This design comes from an exercise in tuning for small area, a short achievable clock period and few clock cycles per item on the open sky130 flow, not from production work. In this exercise RTL edits were held to simulation tests only and were not proved equivalent to the original. Power and IR drop assume default switching activity.

==> design.v <==
module axis_ram_reader #(
    parameter int unsigned ADDR_WIDTH       = 20,
    parameter int unsigned AXI_ID_WIDTH     = 6,
    parameter int unsigned AXI_ADDR_WIDTH   = 32,
    parameter int unsigned AXI_DATA_WIDTH   = 64,
    parameter int unsigned AXIS_TDATA_WIDTH = 64,
    parameter int unsigned FIFO_DEPTH       = 64
) (
    input  logic                        aclk,
    input  logic                        areset,
    input  logic [AXI_ADDR_WIDTH-1:0]   cfg_data,
    output logic [ADDR_WIDTH-1:0]       sts_data,
    output logic [AXI_ID_WIDTH-1:0]     m_axi_arid,
    output logic [AXI_ADDR_WIDTH-1:0]   m_axi_araddr,
    output logic [3:0]                  m_axi_arlen,
    output logic [2:0]                  m_axi_arsize,
    output logic [1:0]                  m_axi_arburst,
    output logic [3:0]                  m_axi_arcache,
    output logic                        m_axi_arvalid,
    input  logic                        m_axi_arready,
    input  logic [AXI_ID_WIDTH-1:0]     m_axi_rid,
    input  logic [AXI_DATA_WIDTH-1:0]   m_axi_rdata,
    input  logic                        m_axi_rlast,
    input  logic                        m_axi_rvalid,
    output logic                        m_axi_rready,
    output logic [AXIS_TDATA_WIDTH-1:0] m_axis_tdata,
    output logic                        m_axis_tvalid,
    input  logic                        m_axis_tready
);
    localparam int unsigned SIZE = $clog2(AXI_DATA_WIDTH / 8);
    localparam int unsigned PW   = $clog2(FIFO_DEPTH);
    localparam int unsigned CW   = PW + 1;
    typedef enum logic [1:0] {
        ST_IDLE = 2'd0,
        ST_ADDR = 2'd1,
        ST_DATA = 2'd2
    } state_t;
    logic [1:0]                  rst_sync_r;
    logic                        rst_s;
    state_t                      state_r;
    logic [ADDR_WIDTH-1:0]       addr_r;
    logic [AXI_ID_WIDTH-1:0]     id_r;
    logic [AXI_ID_WIDTH-1:0]     arid_r;
    logic [AXI_ADDR_WIDTH-1:0]   araddr_r;
    logic                        arvalid_r;
    logic                        rready_r;
    logic [CW-1:0]               resv_r;
    logic [CW-1:0]               count_r;
    logic [PW-1:0]               wr_ptr_r;
    logic [PW-1:0]               rd_ptr_r;
    logic [AXIS_TDATA_WIDTH-1:0] mem_r [FIFO_DEPTH];
    logic [CW-1:0]               credit_s;
    logic                        reserve_s;
    logic                        push_s;
    logic                        pop_s;
    logic                        tvalid_s;
    logic                        unused_s;
    always_ff @(posedge aclk or posedge areset) begin
        if (areset) begin
            rst_sync_r <= 2'b11;
        end else begin
            rst_sync_r <= {rst_sync_r[0], 1'b0};
        end
    end
    assign rst_s = rst_sync_r[1];
    always_comb begin
        credit_s  = CW'(FIFO_DEPTH) - count_r - resv_r;
        reserve_s = 1'b0;
        if (state_r == ST_IDLE) begin
            reserve_s = (credit_s >= CW'(16));
        end else begin
            reserve_s = 1'b0;
        end
    end
    assign tvalid_s = (count_r != CW'(0));
    assign push_s   = m_axi_rvalid & rready_r & (state_r == ST_DATA);
    assign pop_s    = tvalid_s & m_axis_tready;
    always_ff @(posedge aclk or posedge rst_s) begin
        if (rst_s) begin
            state_r   <= ST_IDLE;
            addr_r    <= '0;
            id_r      <= '0;
            arid_r    <= '0;
            araddr_r  <= '0;
            arvalid_r <= 1'b0;
            rready_r  <= 1'b0;
        end else begin
            rready_r <= 1'b1;
            case (state_r)
                ST_IDLE: begin
                    if (reserve_s) begin
                        state_r   <= ST_ADDR;
                        arvalid_r <= 1'b1;
                        araddr_r  <= cfg_data + (AXI_ADDR_WIDTH'(addr_r) << SIZE);
                        arid_r    <= id_r;
                    end
                end
                ST_ADDR: begin
                    if (m_axi_arready) begin
                        state_r   <= ST_DATA;
                        arvalid_r <= 1'b0;
                        addr_r    <= addr_r + ADDR_WIDTH'(16);
                        id_r      <= id_r + AXI_ID_WIDTH'(1);
                    end
                end
                ST_DATA: begin
                    if (push_s && m_axi_rlast) begin
                        state_r <= ST_IDLE;
                    end
                end
                default: begin
                    state_r   <= ST_IDLE;
                    arvalid_r <= 1'b0;
                end
            endcase
        end
    end
    always_ff @(posedge aclk or posedge rst_s) begin
        if (rst_s) begin
            resv_r <= '0;
        end else if (reserve_s) begin
            resv_r <= resv_r + CW'(16);
        end else if (push_s) begin
            resv_r <= resv_r - CW'(1);
        end
    end
    always_ff @(posedge aclk) begin
        if (push_s) begin
            mem_r[wr_ptr_r] <= m_axi_rdata[AXIS_TDATA_WIDTH-1:0];
        end
    end
    always_ff @(posedge aclk or posedge rst_s) begin
        if (rst_s) begin
            wr_ptr_r <= '0;
            rd_ptr_r <= '0;
            count_r  <= '0;
        end else begin
            if (push_s) begin
                wr_ptr_r <= wr_ptr_r + PW'(1);
            end
            if (pop_s) begin
                rd_ptr_r <= rd_ptr_r + PW'(1);
            end
            case ({push_s, pop_s})
                2'b10:   count_r <= count_r + CW'(1);
                2'b01:   count_r <= count_r - CW'(1);
                default: count_r <= count_r;
            endcase
        end
    end
    assign sts_data      = addr_r;
    assign m_axi_arid    = arid_r;
    assign m_axi_araddr  = araddr_r;
    assign m_axi_arlen   = 4'd15;
    assign m_axi_arsize  = 3'(SIZE);
    assign m_axi_arburst = 2'b01;
    assign m_axi_arcache = 4'b1111;
    assign m_axi_arvalid = arvalid_r;
    assign m_axi_rready  = rready_r;
    assign m_axis_tvalid = tvalid_s;
    assign m_axis_tdata  = mem_r[rd_ptr_r];
    assign unused_s = ^{m_axi_rid, m_axi_rdata};
endmodule
==> run.sh <==
#!/bin/bash
# synth_recipe.tcl (not shown) runs the flow's synth.tcl, then flattens the netlist and writes it again
# the make line also repeats each setting of config.mk as NAME=value (left out here)
make -C /OpenROAD-flow-scripts/flow DESIGN_CONFIG=/design/flow/config.mk WORK_HOME=/design/flow/orfs CLKGATE_MAP_FILE= SYNTH_SCRIPT=/design/flow/synth_recipe.tcl finish
==> config.mk <==
export PLATFORM = sky130hd
export DESIGN_NAME = axis_ram_reader
export DESIGN_NICKNAME = axis_ram_reader
export VERILOG_FILES = /design/flow/design.v
export SDC_FILE = /design/flow/constraint.sdc
export NUM_CORES = 4
export LEC_CHECK = 0
export CAP_MARGIN = 20
export CORE_MARGIN = 2
export CORE_UTILIZATION = 40
export SETUP_SLACK_MARGIN = 0.2
export SLEW_MARGIN = 20
export SYNTH_MEMORY_MAX_BITS = 65536
==> constraint.sdc <==
create_clock -name core_clock -period 6.0 [get_ports {aclk}]
set_input_delay 1.2000 -clock core_clock [delete_from_list [all_inputs] [get_ports {aclk}]]
set_output_delay 1.2000 -clock core_clock [all_outputs]
set_load 0.01 [all_outputs]
==> impl_metrics.yaml <==
logic_synthesis:
  ys_seq_area_share_pct: 77.9
  yosysUniqueCellTypes: 59
  syn_area_sq_um: 161000
  yosysWarnings: 1
  syn_area_per_cell_sq_um: 23.8
  synthFlopType: "edfxtp_1"
  async_reset_ff_share_pct: 2.20
  synth-edff-count: 4096
  postSynthCellCount: 6763
  ys_ff_latch: 4188
layout:
  layoutNonFillerInstCount: 13000
  nNetsFinal: 7564
  syn_to_final_growth_pct: 15.9
  drive_gt1_share_pct: 29.5
  fill_cells: 32400
hold_path:
  hold_path.class: "reg2async"
floorplanning:
  io_pins: 246
  rows: 232
  dieHeight_um: 638
  die_width_um: 638
  dieArea_sq_um: 407000
  start_util_pct: 40.2
  core_area_sq_um: 400000
setup_path:
  path_buf_inv: 3
  worstPathMaxFanout: 65
  arrival_ns: 4.53
  startpoint_type: "flop"
  cp-end-kind: "output pin"
  critPathSlowestCell: "dfrtp_4"
  slowest_delay_ns: 0.78
  worstPathCellList: "buf_12 -> nor2b_1 -> a22oi_1 -> nand3_1 -> o21ai_0 -> a211oi_1 -> buf_4 -> clkdlybuf4s50_1"
  crit_required_ns: 4.80
  crit_type: "reg2out"
  crit_family: "buffers and inverters"
placement:
  place_inst: 12200
  place.gp.congestion: 0.811
  dpl_worst_slack_ns: 1.04
  portBuffers: 222
  dpl.hpwl_um: 239000
global_route:
  antenna_found_initial: 48
  grtUsageTotal_pct: 22.1
  grt_pass1_wl_um: 628000
  grt_pass1_vias: 77900
  overflow: 0
  grt_max_degree: 100
route:
  ant_nets: 0
  vias_per_cell: 6.01
  post_drt_wl_per_cell_um: 34.9
  drt_iter0_drc: 11100
  drtPass1Iterations: 6
  vias: 78400
  drc: 0
  drt_wl_total_um: 456000
sta:
  maxSlewViolCount: 0
  fin_ws_ns: 0.265
  max-slew-margin-rel_pct: 25.2
  finalCriticalPeriod_ns: 5.73
  clock_skew_ns: 0.0537
  fmax_mhz: 174
  finalCritPeriodShare_pct: 95.6
  hold_viol_final: 0
  setup_viol: 0
  rsz0062_at_grt: "yes"
  hold_slack_ns: 0.348
  tightestPinTransition_ns: 1.12
  setup_tns_ns: 0
outcome:
  status: "no timing/DRC/antenna violations"
clock_tree:
  cts_hold_buffers: 0
  htreeDepth: 5
  cts_tree: "built"
  clockBufferDepth: 4
  cts_num_sinks: 4188
  cts-root-buf: "clkbuf_16"
  cts_buffers: 425
  insertion_delay_ns: 1.00
  clk_pin_slew_ns: 0.06
job:
  cap_viol_max_count: 0
power_and_ir_drop:
  power.density_nw_per_um2: 442
  power_mw: 82.4
  vdd_drop_max_uv: 353
  leakagePower_nw: 58.1
## state kept, by name, indices dropped and copies added, names as in the netlist
| signal | cells |
|---|---|
| count_r | 7 |
| arid_r | 6 |
| rst_sync_r | 2 |
| rd_ptr_r | 6 |
| id_r | 6 |
| addr_r | 16 |
| mem_r | 4096 |
| wr_ptr_r | 6 |
| arvalid_r | 1 |
| rready_r | 1 |
| resv_r | 7 |
| state_r | 2 |
| araddr_r | 32 |
## final cells by class
type / instances / area [sq um] / area share, %
Antenna cell: 15 / 37.5 / 0.0201
Clock buffer: 556 / 11300 / 6.08
Clock inverter: 222 / 2110 / 1.13
Inverter: 35 / 134 / 0.0718
Multi-Input combinational cell: 2187 / 34200 / 18.3
Sequential cell: 4188 / 125000 / 67.2
Tap cell: 5265 / 6590 / 3.53
Timing Repair Buffer: 575 / 6760 / 3.63
## layer usage
metal	vias to the layer above	part of all wire, %	track usage (%)
li1	30400	-	-
met1	43300	40	31.2
met2	4003	49	35.9
met3	763	8.8	3.12
met4	16	3.1	6.43
met5	-	0.022	0
## synthesized netlist by cell type (all sizes together) (57+ instances only)
cell type | number | area [sq um]
edfxtp | 4096 | 123000
mux4 | 1194 | 26900
buf | 251 | 1440
clkbuf | 119 | 447
nor2 | 111 | 417
mux2i | 106 | 1060
nand2 | 98 | 368
dfrtp | 90 | 2250
a211oi | 82 | 616
a21oi | 76 | 380
nor2b | 63 | 394
a22oi | 57 | 428
## stage by stage
| stage | utilization [%] | cell area (sq um) |
|---|---|---|
| 3_3_place_gp | 43.2 | 173000 |
| 3_5_place_dp | 43.2 | 173000 |
| 6_report | 46.6 | 186000 |
| 5_1_grt | 46.6 | 186000 |
| 4_1_cts | 46.6 | 186000 |
| 2_1_floorplan | - | 161000 |
## kinds of logic after synthesis
group / share of synthesized area, %
AOI/OAI and AO/OA: 1.54
xor gates and xnor gates: 0.321
adders and majority gates: 0.356
buffers and inverters: 1.25
DFF: 77.9
muxes: 17.5
other: 0.00467
and+or+nand+nor: 1.10
## what timing repair did
item                                    4_1_cts  5_1_grt
resized for setup                             2        0
endpoints found under the setup margin       47        2
buffers inserted                              7        0
## power by group
group          leakage [nW]  internal, mW  switching [mW]
combinational          13.6          11.6            12.0
clock                  6.52          14.8            11.1
sequential             37.9          32.4           0.491
## final timing paths
check / startpoint / end / slack (ns) / depth (start not counted)
setup / recovery: rd_ptr_r[3] / m_axis_tdata[17] / 0.27 / 8
hold / removal: rst_sync_r[1] / addr_r[14] / 0.35 / 1
setup reg to reg: state_r[0] / mem_r[30][62] / 2.14 / 6
hold reg to reg: rst_sync_r[1] / addr_r[14] / 0.35 / 1
max in group asynchronous: rst_sync_r[1] / rd_ptr_r[2] / 4.46 / 2
min in group core_clock: rst_sync_r[0] / rst_sync_r[1] / 0.36 / 0
## cells in the final DEF, fill, tap and decap left out, types with 28 or more instances in the layout
master           Yosys  final
edfxtp_1          4096   4096
mux4_2            1194   1194
clkbuf_16            0    434
buf_4               57    189
buf_12               0    174
clkdlybuf4s50_1      0    158
clkbuf_1           119    121
mux2i_1            106    106
clkinv_1             0     98
nand2_1             98     97
dfrtp_1             90     84
a211oi_1            82     81
a21oi_1             76     76
nor2_4               0     65
nor2b_1             63     59
a22oi_1             57     57
clkinv_2             0     54
buf_2              141     53
nor2_1             111     45
o22ai_1             44     44
ha_1                41     41
xnor2_1             40     40
o21ai_0             36     36
bufinv_16            0     36
inv_1               35     34
nand3_1             28     28
Testbench counts, summed over its fixed seeds: cycles 32,714, beats 16,384.

-- afterwards: timing with drivers on the ports --
In the flow no input, the clock included, has a driving cell. The finished layout below was timed again as built, in two steps.
Step 1: set_driving_cell puts a clkbuf_16 on aclk and a buf_2 on each other input, an assumption about the parent block.
Step 2 also shifts input and output timing later by t, the mid clock arrival at the registers, as if the neighbouring blocks saw the same clock.
Slacks: ideal ports / drivers / drivers and shift; pairs: ideal ports / drivers.
t (ns): 1.054
slack for setup (ns): 0.265 / 0.169 / 1.083
worst register clock-pin slew, ns: 0.07 / 0.07
After both steps setup and hold are still met in this run. For this run, drivers alone change the setup slack by -0.096 ns; drivers and shift together by +0.818 ns.
